What follows belongs to an exercise in optimizing a design on an open flow for a short achievable clock period; a production flow would make more cautious choices. At most, simulation tests tie the RTL to the original design; equivalence was not proved. No functional check of the RTL was part of runs 2 and 3. The clock port is modelled as an ideal driver; clocking choices that lean on that would not hold on a real chip. No activity file was given, so power comes from the tool's default toggle rates.

===== flow/constraint.sdc =====
create_clock -name core_clock -period 6.0 [get_ports {clk}]
set_input_delay 1.2000 -clock core_clock [delete_from_list [all_inputs] [get_ports {clk}]]
set_output_delay 1.2000 -clock core_clock [all_outputs]
set_load 0.01 [all_outputs]

===== flow/config.mk =====
export PLATFORM = sky130hd
export DESIGN_NAME = mem_stage
export DESIGN_NICKNAME = mem_stage
export VERILOG_FILES = /design/flow/design.v
export SDC_FILE = /design/flow/constraint.sdc
export NUM_CORES = 4
export LEC_CHECK = 0
export ABC_CLOCK_PERIOD_IN_PS = 2500
export CAP_MARGIN = 20
export CORE_MARGIN = 2
export CORE_UTILIZATION = 40
export SLEW_MARGIN = 20

===== flow/design.v =====
module mem_stage #(
    parameter int DEPTH  = 256,
    parameter int ADDR_W = 8
) (
    input  logic        clk,
    input  logic        rst,
    input  logic [37:0] pipeline_reg_in,
    input  logic        stall,
    output logic [36:0] pipeline_reg_out,
    output logic [2:0]  mem_op_dest,
    output logic        mem_wb_en,
    output logic [15:0] store_count,
    output logic        mem_addr_err
);
    logic [15:0]       alu_result_s;
    logic              mem_write_en_s;
    logic [15:0]       mem_write_data_s;
    logic              wb_result_mux_s;
    logic [ADDR_W-1:0] addr_s;
    logic [15:0]       raw_read_s;
    logic [15:0]       load_data_s;
    logic              oob_s;
    logic              store_en_s;
    logic [15:0] mem_r [DEPTH];
    logic [36:0] out_r;
    logic [15:0] count_r;
    assign alu_result_s     = pipeline_reg_in[37:22];
    assign mem_write_en_s   = pipeline_reg_in[21];
    assign mem_write_data_s = pipeline_reg_in[20:5];
    assign wb_result_mux_s  = pipeline_reg_in[0];
    assign addr_s           = alu_result_s[ADDR_W-1:0];
    assign raw_read_s       = mem_r[addr_s];
    assign mem_op_dest = pipeline_reg_in[3:1];
    assign mem_wb_en   = pipeline_reg_in[4];
    always_comb begin
        oob_s       = 1'b0;
        load_data_s = raw_read_s;
        if (((alu_result_s >> ADDR_W) != 16'd0) && (mem_write_en_s || wb_result_mux_s) && !stall) begin
            oob_s       = 1'b1;
            load_data_s = 16'h0000;
        end else begin
            oob_s       = 1'b0;
            load_data_s = raw_read_s;
        end
        store_en_s = mem_write_en_s && !stall && !rst && !oob_s;
    end
    always_ff @(posedge clk) begin
        if (store_en_s) begin
            mem_r[addr_s] <= mem_write_data_s;
        end
    end
    always_ff @(posedge clk) begin
        if (rst) begin
            out_r   <= 37'd0;
            count_r <= 16'd0;
        end else if (!stall) begin
            out_r <= {load_data_s, alu_result_s, pipeline_reg_in[4:0]};
            if (store_en_s) begin
                count_r <= count_r + 16'd1;
            end
        end
    end
    logic err_r;
    always_ff @(posedge clk) begin
        if (rst) begin
            err_r <= 1'b0;
        end else if (oob_s) begin
            err_r <= 1'b1;
        end
    end
    assign mem_addr_err = err_r;
    assign pipeline_reg_out = out_r;
    assign store_count      = count_r;
endmodule

===== flow/standard.sh =====
#!/bin/bash
# synth_recipe.tcl (not shown) runs the flow's synth.tcl, then flattens the netlist and writes it again
# the make line also repeats each setting of config.mk as NAME=value (left out here)
make -C /OpenROAD-flow-scripts/flow DESIGN_CONFIG=/design/flow/config.mk WORK_HOME=/design/flow/orfs CLKGATE_MAP_FILE= SYNTH_SCRIPT=/design/flow/synth_recipe.tcl "${@:-finish}"

===== flow/flow/run.sh =====
#!/bin/bash
set -euo pipefail
M=${MARGIN:-3.3}
F="MATCH_CELL_FOOTPRINT=0"
bash standard.sh synth > synth.log 2>&1
bash standard.sh $F SETUP_SLACK_MARGIN=0 floorplan > floorplan.log 2>&1
bash standard.sh $F SETUP_SLACK_MARGIN=0 place > place.log 2>&1
bash standard.sh $F SETUP_SLACK_MARGIN=$M TNS_END_PERCENT=5 cts > cts.log 2>&1
bash standard.sh $F SETUP_SLACK_MARGIN=$M TNS_END_PERCENT=5 route > route.log 2>&1
bash standard.sh $F SETUP_SLACK_MARGIN=$M finish > finish.log 2>&1

==> results of run 1 <==
per-stage QoR:
stage	TNS, ns	setup slack (ns)
after floorplan	0	2.00
after global placement	-1.16	-0.456
after detailed placement	-0.102	-0.102
after CTS	0	2.92
after global routing	0	2.87
final	0	2.80
cell type report:
class,instances,share of cell area
clock buffers,509,0.0582
well taps,5242,0.0349
flip-flops and latches,4150,0.661
clock inverters,266,0.0115
repair buffers,843,0.0506
multi-input cells,2984,0.183
inverters,6,0.000200
diodes,15,0.000200
layer usage:
layer	up-vias	track usage
li1	33600	-
met4	12	0.0672
met2	4377	0.347
met3	650	0.0420
met5	-	0
met1	44400	0.316
final timing paths:
check / endpoint / startpoint / cells after the start / slack [ns]
setup reg to reg: out_r[26]$_SDFFE_PP0N_ / mem_r[154][5]$_DFFE_PP_ / 7 / 3.11
setup / recovery: out_r[26]$_SDFFE_PP0N_ / pipeline_reg_in[22] / 9 / 2.80
hold / removal: out_r[2]$_SDFFE_PP0N_ / pipeline_reg_in[2] / 3 / 0.47
hold reg to reg: out_r[5]$_SDFFE_PP0N_ / out_r[5]$_SDFFE_PP0N_ / 2 / 0.49
cell families after synthesis:
group / Yosys count
AOI/OAI and AO/OA: 839
xor gates and xnor gates: 12
and+or+nand+nor: 815
muxes: 1315
adders and majority gates: 1
buffers and inverters: 481
DFF: 4150
report_power, final:
part	internal, mW	leakage, nW	switching, mW
sequential	31.8	37.3	0.0223
combinational	1.16	17.0	2.11
clock	14.0	6.42	11.1
total	47.0	60.6	13.3
state kept, by name (all words and copies together) (netlist names):
register  count
err_r         1
mem_r      4096
count_r      16
out_r        37
worst max-delay path: stages:
cell and delay (ns):
buf_16 0.16, buf_16 0.20, mux4_2 0.52, mux4_2 0.56
nand2_1 0.13, nand4_1 0.45, nor4_2 0.41, buf_4 0.25
o22ai_1 0.10
cell usage in the layout, fill, tap and decap left out, types with 17 or more instances in the layout:
cell type and count:
dfxtp_1 34, mux4_2 752, nor3_1 48, clkinv_1 107
a21oi_1 57, nor2_4 31, nor2b_1 97, a22o_1 17
and3_1 21, buf_12 68, bufinv_16 24, a211oi_1 95
clkinv_2 88, buf_16 38, buf_8 34, buf_6 59
a31oi_1 104, o22ai_1 218, nor2_1 267, mux2_2 62
dlymetal6s2s_1 54, nand4_1 32, nand2_1 80, a22oi_2 17
nor4_1 22, o21ai_0 99, clkbuf_1 85, buf_4 535
nor4_2 32, nor4_4 27, a32oi_1 27, nand3_1 76
a22oi_1 92, mux2i_1 497, clkbuf_16 471, edfxtp_1 4096
dfxtp_4 18
what timing repair did:
action	in CTS	in global routing
endpoints found under the setup margin	4165	2231
hold buffers	0	0
gates cloned	46	12
pin swaps	74	28
buffers inserted	83	73
gates resized for setup	618	112
==> impl_metrics.env, run 1 <==
export IMPL_ios=99
export IMPL_drive_above_1_share=0.282
export IMPL_start_util=0.401
export IMPL_n_fill_cell=32200
export IMPL_yosysUniqueCellTypes=54
export IMPL_grt_pass1_vias=80000
export IMPL_synth_area_per_cell_sq_um=20.8
export IMPL_grt_ovfl_total=0
export IMPL_dp_hpwl_um=259000
export IMPL_cts_tree="built"
export IMPL_drtPass1Iterations=5
export IMPL_hold_ws_ns=0.466
export IMPL_cts_num_sinks=4150
export IMPL_met1Wirelength_um=184000
export IMPL_clock_latency_ns=1.02
export IMPL_drt_initial_drc_count=12400
export IMPL_grt_max_degree=193
export IMPL_wl_met2_um=214000
export IMPL_top_layer="met5"
export IMPL_io_buffers=98
export IMPL_syn_inst=7613
export IMPL_final_setup_viol_count=0
export IMPL_ys_warn_count=1
export IMPL_path_max_fanout=11
export IMPL_tightestPinTransition_ns=1.21
export IMPL_h_tree_depth=5
export IMPL_ys_ff_latch=4150
export IMPL_fin_util=0.475
export IMPL_cts_clk_slew_worst_paths_ns=0.06
export IMPL_antenna_found_initial=21
export IMPL_wire_per_inst_um=32.6
export IMPL_stdcell_count=14000
export IMPL_viasPerCell=5.93
export IMPL_hold_path_class="input pin to flip-flop"
export IMPL_wl_met3_um=44500
export IMPL_synthArstFlopShare=0
export IMPL_placed_cell_area_sq_um=169000
export IMPL_finalNetCount=8448
export IMPL_area_growth_pct=18.3
export IMPL_numCtsBuffers=421
export IMPL_gp_congestion=0.844
export IMPL_grt_pass1_wl_um=632000
export IMPL_critPathRequiredTime_ns=6.87
export IMPL_clockBufferDepth=4
export IMPL_cp_start_kind="input pin"
export IMPL_synth_top_area_frac=0.775
export IMPL_synth_seq_area_share=0.782
export IMPL_rsz0062_at_grt="true"
export IMPL_fp_coreArea_sq_um=395000
export IMPL_ys_flop_type="edfxtp_1"
export IMPL_rows=231
export IMPL_synth_most_common_cell="edfxtp_1"
export IMPL_maxSlewViolCount=0
export IMPL_via_count=83100
export IMPL_placed_cells=13000
export IMPL_critPathKind="input pin to flip-flop"
export IMPL_wl_um=456000
export IMPL_cts_root_buf="clkbuf_16"
export IMPL_synth_top_family_by_area="multiplexers"
export IMPL_finalClockSkew_ns=0.0481
export IMPL_max_cap_violations=0
export IMPL_vdd_drop_max_mv=0.281
export IMPL_critical_path_endpoint_type="flip-flop"
export IMPL_max_freq_mhz=313
export IMPL_die_h_um=634
export IMPL_yosys_area_share_simple=0.0248
export IMPL_yosys_top_cells_count="4,096 x edfxtp_1, 752 x mux4_2, 499 x mux2i_1"
export IMPL_final_cell_area_sq_um=188000
export IMPL_synthXorXnorAreaFrac=0.000662
export IMPL_power_density_nw_per_um2=321
export IMPL_die_w_um=634
export IMPL_synthAdderAreaFrac=0.0000788
export IMPL_relSlewSlack=0.195
export IMPL_hold_viol=0
export IMPL_muxShareOfSynthArea=0.143
export IMPL_power_total_mw=60.3
export IMPL_yosys_top_cells_area="edfxtp_1 77%, mux4_2 11%, mux2i_1 3.1%, o22ai_1 0.88%, nor2_1 0.73%"
export IMPL_grt_util_all_layers=0.222
export IMPL_synth_edff_count=4096
export IMPL_worstPathArrival_ns=4.07
export IMPL_power_leakage_nw=60.6
export IMPL_netlist_area_sq_um=159000
export IMPL_ant_nets=0
export IMPL_status="no timing/DRC/antenna violations"
export IMPL_multiInputGateArea_sq_um=34400
export IMPL_period_share=0.533
export IMPL_synth_nets=7655
export IMPL_fin_crit_ns=3.20
export IMPL_yosys_area_top_type="edfxtp_1"
export IMPL_synth_compound_area_frac=0.0354
export IMPL_remaining_drc_errors=0
export IMPL_ff_latch_area_sq_um=124000
export IMPL_dieArea_sq_um=402000
==> inputs of run 2 (changes only) <==
==> flow/design.v (replaced) <==
module mem_stage #(
    parameter int DEPTH  = 256,
    parameter int ADDR_W = 8
) (
    input  logic        clk,
    input  logic        rst,
    input  logic [37:0] pipeline_reg_in,
    input  logic        stall,
    output logic [36:0] pipeline_reg_out,
    output logic [2:0]  mem_op_dest,
    output logic        mem_wb_en,
    output logic [15:0] store_count,
    output logic        mem_addr_err
);
    logic [15:0]       alu_result_s;
    logic              mem_write_en_s;
    logic [15:0]       mem_write_data_s;
    logic              wb_result_mux_s;
    logic [ADDR_W-1:0] addr_s;
    logic              oob_s;
    logic              store_en_s;
    logic              read_en_s;
    logic              hold_s;
    logic [15:0] mem_r [DEPTH];
    logic [20:0] out_r;    
    logic [15:0] ld_r;     
    logic [15:0] count_r;
    assign alu_result_s     = pipeline_reg_in[37:22];
    assign mem_write_en_s   = pipeline_reg_in[21];
    assign mem_write_data_s = pipeline_reg_in[20:5];
    assign wb_result_mux_s  = pipeline_reg_in[0];
    assign addr_s           = alu_result_s[ADDR_W-1:0];
    assign mem_op_dest = pipeline_reg_in[3:1];
    assign mem_wb_en   = pipeline_reg_in[4];
    always_comb begin
        oob_s = 1'b0;
        oob_s = (alu_result_s[15:ADDR_W] != '0) && (mem_write_en_s || wb_result_mux_s) && !stall;
        store_en_s = mem_write_en_s && !stall && !rst && !oob_s;
        read_en_s  = !stall && !rst && !oob_s;
        hold_s     = stall && !rst;
    end
    always_ff @(posedge clk) begin
        if (store_en_s) begin
            mem_r[addr_s] <= mem_write_data_s;
        end
    end
    logic [15:0] ld_s;
    always_comb begin
        ld_s = ld_r & {16{hold_s}};
        for (int i = 0; i < DEPTH; i++) begin
            ld_s = ld_s | (mem_r[i] & {16{read_en_s && (addr_s == ADDR_W'(i))}});
        end
    end
    always_ff @(posedge clk) begin
        ld_r <= ld_s;
    end
    always_ff @(posedge clk) begin
        if (rst) begin
            out_r   <= 21'd0;
            count_r <= 16'd0;
        end else if (!stall) begin
            out_r <= {alu_result_s, pipeline_reg_in[4:0]};
            if (store_en_s) begin
                count_r <= count_r + 16'd1;
            end
        end
    end
    logic err_r;
    always_ff @(posedge clk) begin
        if (rst) begin
            err_r <= 1'b0;
        end else if (oob_s) begin
            err_r <= 1'b1;
        end
    end
    assign mem_addr_err = err_r;
    assign pipeline_reg_out = {ld_r, out_r};
    assign store_count      = count_r;
endmodule
==> flow/flow/run.sh (replaced) <==
#!/bin/bash
set -euo pipefail
M=${MARGIN:-3.3}
bash standard.sh synth > synth.log 2>&1
bash standard.sh SETUP_SLACK_MARGIN=0 floorplan > floorplan.log 2>&1
bash standard.sh SETUP_SLACK_MARGIN=0 place > place.log 2>&1
bash standard.sh SETUP_SLACK_MARGIN=$M cts > cts.log 2>&1
bash standard.sh SETUP_SLACK_MARGIN=$M route > route.log 2>&1
bash standard.sh SETUP_SLACK_MARGIN=$M finish > finish.log 2>&1
==> impl_metrics.env, run 2 <==
export IMPL_status="did not finish"
export IMPL_haltStage="global routing"
export IMPL_error_line="[ERROR GRT-0116] Global routing finished with congestion. Check the congestion regions in the DRC Viewer."
export IMPL_synth_edff_count=4096
export IMPL_ys_ff_latch=4150
export IMPL_ys_flop_type="edfxtp_1"
export IMPL_hold_buffers=0
export IMPL_synth_seq_area_share=0.792
export IMPL_die_w_um=630
export IMPL_yosys_top_cells_count="4,096 x edfxtp_1, 847 x a22oi_1, 567 x nand4_1"
export IMPL_synth_area_per_cell_sq_um=16.8
export IMPL_grt_util_all_layers=0.827
export IMPL_dp_hpwl_um=1010000
export IMPL_cts_root_buf="clkbuf_16"
export IMPL_synthXorXnorAreaFrac=0.000727
export IMPL_synthArstFlopShare=0
export IMPL_placed_cell_area_sq_um=188000
export IMPL_io_buffers=98
export IMPL_yosys_top_cells_area="edfxtp_1 79%, a22oi_1 4.1%, nand4_1 2.3%, a32oi_1 1.1%, a22o_1 1.1%"
export IMPL_synth_compound_area_frac=0.106
export IMPL_grt_ovfl_total=263
export IMPL_synth_top_area_frac=0.785
export IMPL_die_h_um=630
export IMPL_clockBufferDepth=4
export IMPL_grt_pass1_wl_um=2070000
export IMPL_muxShareOfSynthArea=0.00332
export IMPL_yosysUniqueCellTypes=75
export IMPL_gp_congestion=1.31
export IMPL_numCtsBuffers=442
export IMPL_grt_max_degree=132
export IMPL_rows=229
export IMPL_ys_warn_count=1
export IMPL_ios=99
export IMPL_yosys_area_top_type="edfxtp_1"
export IMPL_synth_top_family_by_area="compound AO/OA/AOI/OAI gates"
export IMPL_synth_most_common_cell="edfxtp_1"
export IMPL_h_tree_depth=5
export IMPL_cts_num_sinks=4150
export IMPL_start_util=0.402
export IMPL_synth_nets=9370
export IMPL_grt_pass1_vias=158000
export IMPL_synthAdderAreaFrac=0.0000799
export IMPL_yosys_area_share_simple=0.0811
export IMPL_syn_inst=9328
export IMPL_netlist_area_sq_um=157000
-- run 2: per-layer routing --
layer	GRT usage	overflow
met1	0.836	8
met2	0.889	141
met3	0.784	5
met4	0.772	107
met5	0.677	2
-- run 2: what timing repair did --
item,4_1_cts
resized for setup,2412
cloned,149
pin swaps,331
setup buffers,953
endpoints found under the setup margin,4186
-- run 2: power groups by stage --
stage                     Combinational [mW]  Sequential, mW  Clock [mW]
after detailed placement                2.52            32.6           0
after global placement                  2.50            32.6           0
after floorplan                        0.478            32.5           0
after CTS                               3.15            31.9        27.8
-- run 2: stage by stage --
stage | total power, mW | TNS (ns) | cells | setup slack (ns) | util
global placement | 35.1 | -9.89 | 16200 | -2.13 | 0.482
CTS | 62.9 | 0 | 18100 | 1.94 | 0.581
floorplan | 33.0 | 0 | 9328 | 0.626 | -
detailed placement | 35.1 | -2.17 | 16200 | -0.439 | 0.483
-- run 2: kinds of logic after synthesis --
family                   count (synthesis)
AO/OA/AOI/OAI                         2098
XOR/XNOR                                13
buffers and inverters                  643
flip-flops                            4150
AND/OR/NAND/NOR                       2372
adder cells (fa/ha/maj)                  1
multiplexers                            51
-- run 2: how the worst min path moves through the flow --
stage                                start  cells past startpoint  slack [ns]                      to
global placement    out_r[11]$_SDFFE_PP0N_                      2        0.49  out_r[11]$_SDFFE_PP0N_
detailed placement   out_r[7]$_SDFFE_PP0N_                      2        0.49   out_r[7]$_SDFFE_PP0N_
CTS                     pipeline_reg_in[1]                      3        0.38   out_r[1]$_SDFFE_PP0N_
floorplan            out_r[9]$_SDFFE_PP0N_                      2        0.49   out_r[9]$_SDFFE_PP0N_
==> inputs of run 3 (changes only) <==
--- a/flow/design.v
+++ b/flow/design.v
@@ -12,47 +12,70 @@
     output logic [15:0] store_count,
     output logic        mem_addr_err
 );
+    localparam int HI_W = 4;                
+    localparam int LO_W = ADDR_W - HI_W;    
+    localparam int NHI  = 1 << HI_W;
+    localparam int NLO  = 1 << LO_W;
     logic [15:0]       alu_result_s;
     logic              mem_write_en_s;
     logic [15:0]       mem_write_data_s;
     logic              wb_result_mux_s;
     logic [ADDR_W-1:0] addr_s;
+    logic [HI_W-1:0]   addr_hi_s;
+    logic [LO_W-1:0]   addr_lo_s;
     logic              oob_s;
     logic              store_en_s;
-    logic              read_en_s;
-    logic              hold_s;
     logic [15:0] mem_r [DEPTH];
-    logic [20:0] out_r;    
-    logic [15:0] ld_r;     
+    logic [20:0] out_r;         
+    logic [15:0] cand_r [NLO];  
+    logic [NLO-1:0] sel_r;      
     logic [15:0] count_r;
     assign alu_result_s     = pipeline_reg_in[37:22];
     assign mem_write_en_s   = pipeline_reg_in[21];
     assign mem_write_data_s = pipeline_reg_in[20:5];
     assign wb_result_mux_s  = pipeline_reg_in[0];
     assign addr_s           = alu_result_s[ADDR_W-1:0];
+    assign addr_hi_s        = addr_s[ADDR_W-1:LO_W];
+    assign addr_lo_s        = addr_s[LO_W-1:0];
     assign mem_op_dest = pipeline_reg_in[3:1];
     assign mem_wb_en   = pipeline_reg_in[4];
     always_comb begin
         oob_s = 1'b0;
         oob_s = (alu_result_s[15:ADDR_W] != '0) && (mem_write_en_s || wb_result_mux_s) && !stall;
         store_en_s = mem_write_en_s && !stall && !rst && !oob_s;
-        read_en_s  = !stall && !rst && !oob_s;
-        hold_s     = stall && !rst;
     end
     always_ff @(posedge clk) begin
         if (store_en_s) begin
             mem_r[addr_s] <= mem_write_data_s;
         end
     end
-    logic [15:0] ld_s;
+    logic [NHI-1:0] hi_oh_s;
+    logic [15:0]    cand_s [NLO];
     always_comb begin
-        ld_s = ld_r & {16{hold_s}};
-        for (int i = 0; i < DEPTH; i++) begin
-            ld_s = ld_s | (mem_r[i] & {16{read_en_s && (addr_s == ADDR_W'(i))}});
+        for (int h = 0; h < NHI; h++) hi_oh_s[h] = (addr_hi_s == HI_W'(h));
+        for (int l = 0; l < NLO; l++) begin
+            cand_s[l] = 16'h0000;
+            for (int h = 0; h < NHI; h++) begin
+                cand_s[l] = cand_s[l] | (mem_r[h * NLO + l] & {16{hi_oh_s[h]}});
+            end
         end
     end
     always_ff @(posedge clk) begin
-        ld_r <= ld_s;
+        if (!stall) begin
+            for (int l = 0; l < NLO; l++) cand_r[l] <= cand_s[l];
+        end
+    end
+    always_ff @(posedge clk) begin
+        if (rst) begin
+            sel_r <= '0;
+        end else if (!stall) begin
+            for (int l = 0; l < NLO; l++) sel_r[l] <= !oob_s && (addr_lo_s == LO_W'(l));
+        end
+    end
+    logic [15:0] load_data_r;
+    always_comb begin
+        load_data_r = 16'h0000;
+        for (int l = 0; l < NLO; l++) load_data_r = load_data_r | (cand_r[l] & {16{sel_r[l]}});
     end
     always_ff @(posedge clk) begin
         if (rst) begin
@@ -74,6 +97,6 @@
         end
     end
     assign mem_addr_err = err_r;
-    assign pipeline_reg_out = {ld_r, out_r};
+    assign pipeline_reg_out = {load_data_r, out_r};
     assign store_count      = count_r;
 endmodule
==> flow/run.sh (new file) <==
#!/bin/bash
# synth_recipe.tcl (not shown) runs the flow's synth.tcl, then flattens the netlist and writes it again
# the make line also repeats each setting of config.mk as NAME=value (left out here)
make -C /OpenROAD-flow-scripts/flow DESIGN_CONFIG=/design/flow/config.mk WORK_HOME=/design/flow/orfs CLKGATE_MAP_FILE= SYNTH_SCRIPT=/design/flow/synth_recipe.tcl finish
--- a/flow/config.mk
+++ b/flow/config.mk
@@ -5,7 +5,6 @@
 export SDC_FILE = /design/flow/constraint.sdc
 export NUM_CORES = 4
 export LEC_CHECK = 0
-export ABC_CLOCK_PERIOD_IN_PS = 2500
 export CAP_MARGIN = 20
 export CORE_MARGIN = 2
 export CORE_UTILIZATION = 40
removed: flow/flow/run.sh
removed: flow/standard.sh
==> impl_metrics.env, run 3 <==
export IMPL_viasPerCell=6.80
export IMPL_rows=237
export IMPL_start_util=0.401
export IMPL_ant_nets=0
export IMPL_finalClockSkew_ns=0.0442
export IMPL_vdd_drop_max_mv=0.270
export IMPL_critPathKind="flip-flop to output pin"
export IMPL_via_count=107000
export IMPL_slowest_stage="a221oi_1"
export IMPL_final_common_cell="edfxtp_1"
export IMPL_cts_clk_slew_worst_paths_ns=0.06
export IMPL_syn_inst=9216
export IMPL_gp_congestion=1.02
export IMPL_clock_latency_ns=1.01
export IMPL_dp_hpwl_um=414000
export IMPL_remaining_drc_errors=0
export IMPL_netlist_area_sq_um=167000
export IMPL_grt_pass1_wl_um=902000
export IMPL_synth_most_common_cell="edfxtp_1"
export IMPL_final_cell_mix="4,352 x edfxtp_1, 748 x a22oi_1, 614 x buf_4, 584 x mux2i_1, 441 x clkbuf_16"
export IMPL_numCtsBuffers=438
export IMPL_regMostFlops="mem_r"
export IMPL_status="no timing/DRC/antenna violations"
export IMPL_wire_per_inst_um=43.9
export IMPL_ios=99
export IMPL_grt_max_degree=145
export IMPL_cp_start_kind="flip-flop"
export IMPL_cp_num_buf_inv=2
export IMPL_cts_num_sinks=4406
export IMPL_relSlewSlack=0.0988
export IMPL_synth_nets=9258
export IMPL_critical_path_endpoint_type="output pin"
export IMPL_clockBufferDepth=4
export IMPL_path_max_fanout=12
export IMPL_synth_seq_area_share=0.791
export IMPL_synthArstFlopShare=0
export IMPL_critPathRequiredTime_ns=4.80
export IMPL_yosys_top_cells_count="4,352 x edfxtp_1, 748 x a22oi_1, 584 x mux2i_1"
export IMPL_post_cts_buffers=0
export IMPL_crit_path_max_incr_delay_ns=1.05
export IMPL_finalSetupTns_ns=0
export IMPL_yosys_area_top_type="edfxtp_1"
export IMPL_top_regs="mem_r: 4096 flops, cand_r: 256 flops, out_r: 21 flops"
export IMPL_final_setup_viol_count=0
export IMPL_wl_um=689000
export IMPL_cts_tree="built"
export IMPL_ys_warn_count=3
export IMPL_hold_viol=0
export IMPL_h_tree_depth=5
export IMPL_drt_initial_drc_count=21300
export IMPL_grt_ovfl_total=0
export IMPL_drive_above_1_share=0.189
export IMPL_finalNetCount=9811
export IMPL_area_growth_pct=16.0
export IMPL_worstPathArrival_ns=4.55
export IMPL_maxSlewViolCount=0
export IMPL_crit_chain="buf_4 -> a22o_1 -> a221oi_1 -> nand4_1 -> clkdlybuf4s50_1"
export IMPL_period_share=0.958
export IMPL_hold_buffers=0
export IMPL_fin_ws_ns=0.251
export IMPL_cts_root_buf="clkbuf_16"
export IMPL_seq_power_share=0.518
export IMPL_power_total_mw=66.4
export IMPL_dp_slack_ns=1.00
export IMPL_die_h_um=649
export IMPL_power_density_nw_per_um2=343
export IMPL_power_leakage_nw=62.1
export IMPL_synth_area_per_cell_sq_um=18.1
export IMPL_die_w_um=649
export IMPL_antenna_found_initial=72
export IMPL_synth_top_area_frac=0.784
export IMPL_power_switching_mw=15.3
export IMPL_fin_crit_ns=5.75
export IMPL_grt_pass1_vias=98400
export IMPL_p_sw_frac=0.231
export IMPL_yosys_top_cells_area="edfxtp_1 78%, mux2i_1 3.5%, a22oi_1 3.4%, a22o_1 1.8%, a221oi_1 1.2%"
export IMPL_p_int_mw=51.0
export IMPL_io_buffers=98
export IMPL_tightestPinTransition_ns=1.35
export IMPL_ys_flop_type="edfxtp_1"
export IMPL_largest_reg_flops=4096
export IMPL_pwr_share_clk=0.424
export IMPL_hold_path_class="flip-flop to flip-flop"
export IMPL_n_fill_cell=34700
export IMPL_fp_coreArea_sq_um=416000
export IMPL_synth_edff_count=4352
export IMPL_dieArea_sq_um=422000
export IMPL_pwr_share_comb=0.058
export IMPL_max_cap_violations=0
export IMPL_rsz0062_at_grt="false"
export IMPL_grt_util_all_layers=0.317
export IMPL_cts_repair_resize_count=0
export IMPL_max_freq_mhz=174
export IMPL_yosysUniqueCellTypes=78
export IMPL_ys_ff_latch=4406
export IMPL_drtPass1Iterations=13
export IMPL_path_delay_family="compound AO/OA/AOI/OAI gates"
## run 3: cell types whose count changed after synthesis, sizes merged, moves of 135 or more
cell	previous run	this run
nor3	344	9
a22o	198	333
a32oi	202	11
edfxtp	4096	4352
mux2	8	159
nand3	270	51
mux2i	43	584
nand2	330	189
nand4	567	57
## run 3: power by group through the flow
| stage | sequential (mW) | combinational (mW) | clock [mW] |
|---|---|---|---|
| after floorplan | 34.7 | 1.41 | 0 |
| after global placement | 35.0 | 3.61 | 0 |
| after detailed placement | 35.0 | 3.65 | 0 |
| after CTS | 34.3 | 3.66 | 28.1 |
| after global routing | 34.3 | 3.79 | 29.3 |
| final | 34.4 | 3.88 | 28.1 |
## run 3: path summary, 6_finish.rpt
kind,slack (ns),depth (start not counted),endpoint,startpoint
setup / recovery,0.25,5,pipeline_reg_out[24],sel_r[5]$_SDFFE_PP0N_
hold / removal,0.50,2,out_r[12]$_SDFFE_PP0N_,out_r[12]$_SDFFE_PP0N_
setup reg to reg,3.77,3,cand_r[1][1]$_DFFE_PN_,mem_r[81][1]$_DFFE_PP_
hold reg to reg,0.50,2,out_r[12]$_SDFFE_PP0N_,out_r[12]$_SDFFE_PP0N_
## run 3: cells by family (layout without fill, tap and decap cells)
| kind of cell | count (synthesis) | in the layout | synth area share |
|---|---|---|---|
| AO/OA/AOI/OAI | 2245 | 2245 | 0.106 |
| XOR/XNOR | 1 | 1 | 0.0000526 |
| adder cells (fa/ha/maj) | 1 | 1 | 0.0000751 |
| AND/OR/NAND/NOR | 1100 | 1100 | 0.0341 |
| multiplexers | 769 | 769 | 0.0494 |
| buffers and inverters | 694 | 1617 | 0.0199 |
| other | 0 | 62 | 0 |
| flip-flops | 4406 | 4406 | 0.791 |
## run 3: worst register-to-register path, stage by stage (launching register included)
cell and delay (ns):
edfxtp_1 0.36, a22o_1 0.22, a222oi_1 0.43, nand4_1 0.72
## run 3: metal layers
metal,track usage,part of all wire
met1,0.399,0.34
met2,0.450,0.42
met3,0.126,0.16
met4,0.211,0.078
met5,0.00294,0.00054
## run 3: metrics by stage
step	hold WS (ns)	utilization	area [sq um]	std cells
2_1_floorplan	0.504	-	167000	9216
4_1_cts	0.503	0.464	193000	15600
3_5_place_dp	0.491	0.430	179000	14800
6_report	0.497	0.465	193000	15700
3_3_place_gp	0.477	0.429	179000	14800
5_1_grt	0.527	0.465	193000	15600
## run 3: area by class of cell
type	count	area, sq um	area share
Timing Repair Buffer	798	7400	0.0383
Inverter	9	42.5	0.000220
Sequential cell	4406	132000	0.682
Tap cell	5497	6880	0.0356
Clock buffer	542	11500	0.0596
Multi-Input combinational cell	4116	32600	0.168
Clock inverter	268	3000	0.0155
Antenna cell	62	155	0.000803

[re-timing with driven ports]
The results above use ideal ports. As a check the final layouts listed here were re-extracted and re-timed, cells and wires unchanged.
Step 1 (the two cells are an assumption about what drives the block):
set clk [get_ports {clk}]
set_driving_cell -lib_cell sky130_fd_sc_hd__clkbuf_16 $clk
set_driving_cell -lib_cell sky130_fd_sc_hd__buf_2 [delete_from_list [all_inputs] $clk]
Step 2 moves the port delays by t, midway between the first and last clock arrival at a register: inputs arrive t later, outputs are due t later. That takes back most of the time a late clock gives input paths.
Three values: ideal, step 1, step 2; two values: the first two.
| run | shift t [ns] | setup WS [ns] | clock arrival spread, ns |
|---|---|---|---|
| run 1 | 1.100 | 2.804 / 2.352 / 1.252 | 0.078 / 0.078 |
| run 3 | 1.111 | 0.251 / 0.129 / 0.855 | 0.078 / 0.078 |
After both steps every run listed still meets setup and hold. For run 1, which loses most, drivers alone change the setup slack by -0.452 ns; drivers and shift together by -1.552 ns.
